This design comes from an exercise in tuning for small area, a short achievable clock period and few clock cycles per item on the open sky130 flow, not from production work. Function was checked by simulation only, so behaviour that the tests miss may differ from the original.

### flow/config.mk
export PLATFORM = sky130hd
export DESIGN_NAME = marked_cell_distance
export DESIGN_NICKNAME = marked_cell_distance
export VERILOG_FILES = /design/flow/design.v
export SDC_FILE = /design/flow/constraint.sdc
export NUM_CORES = 4
export LEC_CHECK = 0
export CAP_MARGIN = 20
export CORE_MARGIN = 2
export CORE_UTILIZATION = 40
export SLEW_MARGIN = 20
### flow/constraint.sdc
create_clock -name core_clock -period 6.5 [get_ports {aclk}]
set_input_delay 1.3000 -clock core_clock [delete_from_list [all_inputs] [get_ports {aclk}]]
set_output_delay 1.3000 -clock core_clock [all_outputs]
set_load 0.01 [all_outputs]
### flow/design.v
`timescale 1ns / 1ps
package mcd_pkg;
    localparam int PT_W       = 11;
    localparam int CHAR_W     = 8;
    localparam int DIST_W     = 14;
    localparam int SQ_W       = 22;
    localparam int N_W        = 30;
    localparam int ROOT_STEPS = 15;
    localparam logic [CHAR_W-1:0] CHAR_NEWLINE = 8'd10;
    localparam logic [CHAR_W-1:0] CHAR_MARK    = 8'd42;
    localparam logic [DIST_W-1:0] DIST_MAX     = 14'h3FFF;
    localparam logic REG_POINT_COL = 1'b0;
    localparam logic REG_POINT_ROW = 1'b1;
    typedef struct packed {
        logic valid;
        logic row_end;
        logic sat;
    } mcd_tag_t;
endpackage
`timescale 1ns / 1ps
module mcd_front #(
    parameter int MAX_COLS = 1024,
    parameter int MAX_ROWS = 1024
) (
    input  logic                         aclk,
    input  logic                         aresetn,
    input  logic                         adv,
    input  logic                         s_tvalid,
    input  logic [mcd_pkg::CHAR_W-1:0]   s_tdata,
    input  logic                         cfg_wen,
    input  logic                         cfg_index,
    input  logic [mcd_pkg::PT_W-1:0]     cfg_data,
    output mcd_pkg::mcd_tag_t            tag_o,
    output logic [mcd_pkg::N_W-1:0]      n_o
);
    localparam int CW  = $clog2(MAX_COLS);
    localparam int RW  = $clog2(MAX_ROWS);
    localparam int CRW = (CW > RW) ? CW : RW;
    localparam int XW  = ((CRW > mcd_pkg::PT_W) ? CRW : mcd_pkg::PT_W) + 1;
    localparam logic [CW-1:0] COL_LAST = CW'(MAX_COLS - 1);
    localparam logic [RW-1:0] ROW_LAST = RW'(MAX_ROWS - 1);
    logic [mcd_pkg::PT_W-1:0] pcol_reg, prow_reg;
    logic [CW-1:0]            col_reg, col_next;
    logic [RW-1:0]            row_reg, row_next;
    mcd_pkg::mcd_tag_t        t1_reg, t1_next, t2_reg, t3_reg;
    logic [mcd_pkg::PT_W-1:0] dx_reg, dy_reg;
    logic [mcd_pkg::SQ_W-1:0] sqx_reg, sqy_reg;
    logic [mcd_pkg::N_W-1:0]  n_reg;
    logic                     accept, is_nl, is_mark;
    logic [XW-1:0]            ax, bx, ay, by, ddx, ddy;
    logic [mcd_pkg::SQ_W:0]   sum;
    assign accept  = s_tvalid && adv;
    assign is_nl   = (s_tdata == mcd_pkg::CHAR_NEWLINE);
    assign is_mark = (s_tdata == mcd_pkg::CHAR_MARK);
    always_comb begin
        col_next = col_reg;
        row_next = row_reg;
        if (accept) begin
            if (is_nl) begin
                col_next = '0;
                if (row_reg < ROW_LAST) begin
                    row_next = row_reg + RW'(1);
                end
            end else if (col_reg < COL_LAST) begin
                col_next = col_reg + CW'(1);
            end
        end
        ax  = XW'(pcol_reg);
        bx  = XW'(col_reg) + XW'(1);
        ay  = XW'(prow_reg);
        by  = XW'(row_reg) + XW'(1);
        ddx = (ax >= bx) ? (ax - bx) : (bx - ax);
        ddy = (ay >= by) ? (ay - by) : (by - ay);
        t1_next.valid   = accept && (is_nl || is_mark);
        t1_next.row_end = is_nl;
        t1_next.sat     = (|ddx[XW-1:mcd_pkg::PT_W]) || (|ddy[XW-1:mcd_pkg::PT_W]);
        sum = {1'b0, sqx_reg} + {1'b0, sqy_reg};
    end
    always_ff @(posedge aclk) begin
        if (!aresetn) begin
            pcol_reg <= '0;
            prow_reg <= '0;
            col_reg  <= '0;
            row_reg  <= '0;
            t1_reg   <= '0;
            t2_reg   <= '0;
            t3_reg   <= '0;
        end else begin
            if (cfg_wen) begin
                if (cfg_index == mcd_pkg::REG_POINT_COL) begin
                    pcol_reg <= cfg_data;
                end else if (cfg_index == mcd_pkg::REG_POINT_ROW) begin
                    prow_reg <= cfg_data;
                end
            end
            col_reg <= col_next;
            row_reg <= row_next;
            if (adv) begin
                t1_reg <= t1_next;
                t2_reg <= t1_reg;
                t3_reg <= t2_reg;
            end
        end
    end
    always_ff @(posedge aclk) begin
        if (adv) begin
            dx_reg  <= ddx[mcd_pkg::PT_W-1:0];
            dy_reg  <= ddy[mcd_pkg::PT_W-1:0];
            sqx_reg <= dx_reg * dx_reg;
            sqy_reg <= dy_reg * dy_reg;
            n_reg   <= (mcd_pkg::N_W'(sum) << 6) + (mcd_pkg::N_W'(sum) << 5)
                     + (mcd_pkg::N_W'(sum) << 2);
        end
    end
    assign tag_o = t3_reg;
    assign n_o   = n_reg;
endmodule
`timescale 1ns / 1ps
module mcd_sqrt_cell #(
    parameter int BIT_POS = 28
) (
    input  logic                        aclk,
    input  logic                        aresetn,
    input  logic                        adv,
    input  mcd_pkg::mcd_tag_t           tag_i,
    input  logic [mcd_pkg::N_W-1:0]     rem_i,
    input  logic [mcd_pkg::N_W-1:0]     root_i,
    output mcd_pkg::mcd_tag_t           tag_o,
    output logic [mcd_pkg::N_W-1:0]     rem_o,
    output logic [mcd_pkg::N_W-1:0]     root_o
);
    localparam logic [mcd_pkg::N_W-1:0] BIT_VAL = mcd_pkg::N_W'(1) << BIT_POS;
    mcd_pkg::mcd_tag_t          tag_reg;
    logic [mcd_pkg::N_W-1:0]    rem_reg, rem_next, root_reg, root_next, trial;
    always_comb begin
        trial = root_i + BIT_VAL;
        if (rem_i >= trial) begin
            rem_next  = rem_i - trial;
            root_next = (root_i >> 1) + BIT_VAL;
        end else begin
            rem_next  = rem_i;
            root_next = root_i >> 1;
        end
    end
    always_ff @(posedge aclk) begin
        if (!aresetn) begin
            tag_reg <= '0;
        end else if (adv) begin
            tag_reg <= tag_i;
        end
    end
    always_ff @(posedge aclk) begin
        if (adv) begin
            rem_reg  <= rem_next;
            root_reg <= root_next;
        end
    end
    assign tag_o  = tag_reg;
    assign rem_o  = rem_reg;
    assign root_o = root_reg;
endmodule
`timescale 1ns / 1ps
module mcd_out (
    input  logic                        aclk,
    input  logic                        aresetn,
    input  mcd_pkg::mcd_tag_t           tag_i,
    input  logic [mcd_pkg::N_W-1:0]     rem_i,
    input  logic [mcd_pkg::N_W-1:0]     root_i,
    input  logic                        m_tready,
    output logic                        adv,
    output logic                        m_tvalid,
    output logic [15:0]                 m_tdata,
    output logic [0:0]                  m_tuser
);
    localparam int RT_W = mcd_pkg::ROOT_STEPS;
    logic                       valid_reg;
    logic [mcd_pkg::DIST_W-1:0] dist_reg, dist_next;
    logic                       row_end_reg;
    logic [RT_W:0]              rounded;
    assign adv = !valid_reg || m_tready;
    always_comb begin
        rounded = {1'b0, root_i[RT_W-1:0]} + (RT_W+1)'(rem_i > root_i);
        if (tag_i.row_end) begin
            dist_next = '0;
        end else if (tag_i.sat || (|rounded[RT_W:mcd_pkg::DIST_W])) begin
            dist_next = mcd_pkg::DIST_MAX;
        end else begin
            dist_next = rounded[mcd_pkg::DIST_W-1:0];
        end
    end
    always_ff @(posedge aclk) begin
        if (!aresetn) begin
            valid_reg <= 1'b0;
        end else if (adv) begin
            valid_reg <= tag_i.valid;
        end
    end
    always_ff @(posedge aclk) begin
        if (adv && tag_i.valid) begin
            dist_reg    <= dist_next;
            row_end_reg <= tag_i.row_end;
        end
    end
    assign m_tvalid = valid_reg;
    assign m_tdata  = {2'b00, dist_reg};
    assign m_tuser  = row_end_reg;
endmodule
`timescale 1ns / 1ps
module marked_cell_distance #(
    parameter int MAX_COLS = 1024,
    parameter int MAX_ROWS = 1024
) (
    input  logic                        aclk,
    input  logic                        aresetn,
    input  logic                        s_tvalid,
    output logic                        s_tready,
    input  logic [7:0]                  s_tdata,    
    output logic                        m_tvalid,
    input  logic                        m_tready,
    output logic [15:0]                 m_tdata,    
    output logic [0:0]                  m_tuser,    
    input  logic                        cfg_wen,
    input  logic                        cfg_index,
    input  logic [mcd_pkg::PT_W-1:0]    cfg_data
);
    localparam int STEPS = mcd_pkg::ROOT_STEPS;
    logic                       adv;
    logic [STEPS:0][2:0]                  tag_c;   
    logic [STEPS:0][mcd_pkg::N_W-1:0]     rem_c;
    logic [STEPS:0][mcd_pkg::N_W-1:0]     root_c;
    assign s_tready  = adv;
    assign root_c[0] = '0;
    mcd_front #(
        .MAX_COLS (MAX_COLS),
        .MAX_ROWS (MAX_ROWS)
    ) u_front (
        .aclk      (aclk),
        .aresetn   (aresetn),
        .adv       (adv),
        .s_tvalid  (s_tvalid),
        .s_tdata   (s_tdata),
        .cfg_wen   (cfg_wen),
        .cfg_index (cfg_index),
        .cfg_data  (cfg_data),
        .tag_o     (tag_c[0]),
        .n_o       (rem_c[0])
    );
    for (genvar i = 0; i < STEPS; i++) begin : g_cell
        mcd_sqrt_cell #(
            .BIT_POS (2 * (STEPS - 1 - i))
        ) u_cell (
            .aclk    (aclk),
            .aresetn (aresetn),
            .adv     (adv),
            .tag_i   (tag_c[i]),
            .rem_i   (rem_c[i]),
            .root_i  (root_c[i]),
            .tag_o   (tag_c[i+1]),
            .rem_o   (rem_c[i+1]),
            .root_o  (root_c[i+1])
        );
    end
    mcd_out u_out (
        .aclk     (aclk),
        .aresetn  (aresetn),
        .tag_i    (tag_c[STEPS]),
        .rem_i    (rem_c[STEPS]),
        .root_i   (root_c[STEPS]),
        .m_tready (m_tready),
        .adv      (adv),
        .m_tvalid (m_tvalid),
        .m_tdata  (m_tdata),
        .m_tuser  (m_tuser)
    );
endmodule
### flow/run.sh
#!/bin/bash
# synth_recipe.tcl (not shown) runs the flow's synth.tcl, then flattens the netlist and writes it again
# the make line also repeats each setting of config.mk as NAME=value (left out here)
make -C /OpenROAD-flow-scripts/flow DESIGN_CONFIG=/design/flow/config.mk WORK_HOME=/design/flow/orfs CLKGATE_MAP_FILE= SYNTH_SCRIPT=/design/flow/synth_recipe.tcl finish
==> run summary <==
metal layers:
layer	vias to the layer above	GRT usage [%]
li1	14600	-
met1	14000	19.7
met2	400	27.0
met3	123	2.17
met4	0	4.33
met5	-	0
per-stage QoR:
step                util (%)  hold WS (ps)  std cells
CTS                     44.5           420       5738
finish                  44.5           419       5739
global placement        42.0           402       5585
floorplan                  -           400       4139
detailed placement      42.0           405       5585
global route            44.5           423       5739
cells by family (layout without fill, tap and decap cells):
group / after synthesis / after routing / synth area share [%]
multiplexers: 48 / 48 / 1.18
AND/OR/NAND/NOR: 1103 / 1103 / 12.2
other: 1 / 4 / 0.00829
flip-flops: 744 / 744 / 47.2
adder cells (fa/ha/maj): 499 / 499 / 16.3
AO/OA/AOI/OAI: 800 / 800 / 11.5
buffers and inverters: 611 / 711 / 5.21
XOR/XNOR: 330 / 330 / 6.39
cells in the final DEF, fill, tap and decap left out, drive strengths merged, types with 24 or more instances in the layout:
cell	instances
nor3	84
o21a	46
a211oi	24
a21boi	90
nand2	363
nor2	195
nand4	29
ha	348
clkinv	28
a31oi	28
inv	507
nand2b	41
fa	151
edfxtp	647
a21oi	208
clkdlybuf4s50	40
o21ai	154
a21o	86
nand3	67
xnor2	198
and2	76
or3	31
nor2b	52
clkbuf	106
dfxtp	97
mux2	35
nor4	56
xor2	132
synth_stat cells, types with 19 or more instances:
library cell | number | area share, %
edfxtp_1 | 647 | 43
inv_1 | 503 | 4.2
nand2_1 | 363 | 3.0
ha_1 | 348 | 9.6
a21oi_1 | 208 | 2.3
xnor2_1 | 198 | 3.8
nor2_1 | 194 | 1.6
fa_1 | 151 | 6.7
o21ai_0 | 147 | 1.6
xor2_1 | 132 | 2.6
dfxtp_1 | 97 | 4.3
a21boi_0 | 89 | 1.5
a21o_1 | 86 | 1.4
nor3_1 | 82 | 0.91
clkbuf_1 | 79 | 0.66
and2_1 | 75 | 1.0
nand3_1 | 67 | 0.74
nor4_1 | 56 | 0.77
nor2b_1 | 52 | 0.72
o21a_1 | 46 | 0.76
nand2b_1 | 41 | 0.57
mux2_2 | 33 | 0.82
or3_1 | 30 | 0.41
nand4_1 | 29 | 0.40
a31oi_1 | 28 | 0.39
a211oi_1 | 24 | 0.40
and3_1 | 23 | 0.32
o31ai_1 | 23 | 0.38
o211ai_1 | 21 | 0.35
o21bai_1 | 19 | 0.32
cell type report:
class,count,area share (%)
well taps,1500,3.75
inverters,504,3.80
flip-flops and latches,744,42.7
clock inverters,47,1.10
clock buffers,106,4.53
multi-input cells,2784,43.1
repair buffers,54,1.05
worst max path at each step:
stage | start | end | cells past startpoint
global placement | u_front.dy_reg[2] | u_front.sqy_reg[20] | 19
global route | u_front.dy_reg[7] | u_front.sqy_reg[20] | 19
CTS | u_front.dy_reg[7] | u_front.sqy_reg[20] | 19
detailed placement | u_front.dy_reg[2] | u_front.sqy_reg[20] | 19
floorplan | m_tready | s_tready | 4
finish | u_front.dy_reg[7] | u_front.sqy_reg[20] | 19
==> reports/results.tsv <==
stage	metric	value	unit
outcome	status	finished clean	
sta	slew_headroom	26.5	%
critical_path	crit_family	adder cells	
worst_hold_path	hp-start	u_front.n_reg[8]	
place	dpl-instance-area	47200	µm²
sta	fmax	169	MHz
critical_path	crit_required	6950	ps
critical_path	critical-path-slowest-cell	or4b_2	
sta	rsz0062_at_grt	no	
place	place.gp.congestion	0.828	
floorplan	die_w	340	µm
critical_path	r2r_setup_slack	580	ps
worst_hold_path	hold_class	reg2reg	
grt	overflow	0	
logic_synthesis	synth_cell_types	90	
routing	totalWireLength	88800	µm
cells_and_area	drive_above_1_share	5.24	%
critical_path	start_kind	register	
cells_and_area	area_growth	10.6	%
sta	setup_ws	577	ps
routing	drt_iter0_markers	1755	
cells_and_area	multi_input_area	21600	µm²
critical_path	r2r-start	u_front.dy_reg[7]	
critical_path	slowest_delay	610	ps
place	dp.final_hpwl	66300	µm
logic_synthesis	ys_seq_elements	744	
sta	finalCritPeriodShare	91.1	%
clocking	clk_latency	640	ps
grt	antenna_found_initial	0	
routing	wl_per_cell	15.5	µm
floorplan	start_util	40.3	%
critical_path	end_kind	register	
sta	finalCriticalPeriod	5920	ps
critical_path	worstPathMaxFanout	11	
place	place.port_buffers	41	
cells_and_area	fillCellCount	10600	
sta	tns	0	ps
floorplan	core_area	112000	µm²
clocking	clock-sinks	744	
cells_and_area	layout.area.seq	21400	µm²
routing	vias_per_cell	5.09	
logic_synthesis	synthArstFlopShare	0	%
critical_path	worstPathCellList	nand2_1 > fa_1 > inv_1 > fa_1 > inv_1 > fa_1 > inv_1 > fa_1 > inv_1 > fa_1 > inv_1 > ha_1 > nor4_1 > o21ai_0 > a21oi_1 > a21oi_1 > o31ai_1 > or4b_2 > o311ai_0	
sta	setup_viol	0	
floorplan	dieArea	116000	µm²
critical_path	arrival	6370	ps
logic_synthesis	yosysWarnings	17	
grt	grt_pass1_vias	28700	
logic_synthesis	syn_area	45300	µm²
sta	final-hold-violation-count	0	
clocking	cts_hold_buf	0	
clocking	postCtsSetupRepairBufs	0	
critical_path	worst-path-buf-inv	5	
critical_path	r2r_end	u_front.sqy_reg[20]	
sta	maxSlewViolCount	0	
logic_synthesis	synth_ff_type	edfxtp_1	
clocking	root_buffer	clkbuf_16	
routing	drc	0	
clocking	cts.clk_slew.worst_paths	60	ps
routing	top_layer_used	met4	
cells_and_area	final_area	50000	µm²
floorplan	die_h	340	µm
critical_path	worstSetupPathType	reg2reg	
cells_and_area	fin_nets	4696	
logic_synthesis	synthCells	4136	
sta	worst_slew_pin_slew	1100	ps
logic_synthesis	syn_avg_cell_area	10.9	µm²
routing	wl_met3	2870	µm
grt	grtUsageTotal	15.4	%
clocking	ctsLongestPathBuffers	3	
clocking	cts_made_buffers	84	
floorplan	ios	44	
worst_hold_path	worstHoldEndpoint	g_cell[0].u_cell.rem_reg[8]	
logic_synthesis	synth_edf_count	647	
clocking	cts_tree	built	
cells_and_area	num_antenna_cells	0	
routing	vias	29200	
routing	m1WireLength	39400	µm
critical_path	reg2reg_depth	19	
sta	skew	30.6	ps
logic_synthesis	ys_seq_area_share	47.2	%
grt	grt_pass1_wl	147000	µm
routing	met2_wirelength	44500	µm
job	maxCapViolations	0	
routing	drtAntennaViolNets	0	
worst_hold_path	holdPathStages	0	
cells_and_area	largest_reg_flops	421	
floorplan	fp-row-count	123	
place	preCtsSetupSlack	567	ps
clocking	htreeDepth	3	
clocking	cts.repair.resized	0	
routing	dr.pass1.iters	5	
grt	grt_max_degree	201	
Testbench counts, summed over its fixed seeds: cycles 32,160, items 32,000.

[separate check: timing with driven ports]
Ports are ideal in the flow. The routed layout listed here was re-timed in OpenROAD. Step 1 sets driving cells, clkbuf_16 on the clock port and buf_2 on the other inputs (assumed; they add their load-dependent delay and slew). Step 2 also shifts input and output timing later by t, the mid clock arrival at the registers, as if the neighbouring blocks saw the same clock. Slacks: no drivers / after step 1 / after step 2; pairs: no drivers / after step 1.
shift t [ns]: 0.700
setup WS [ns]: 0.577 / 0.577 / 0.577
cell pins on the clock port's net: 1
After both steps setup and hold are still met in this run. For this run, drivers alone change the setup slack by 0.000 ns; drivers and shift together by 0.000 ns.
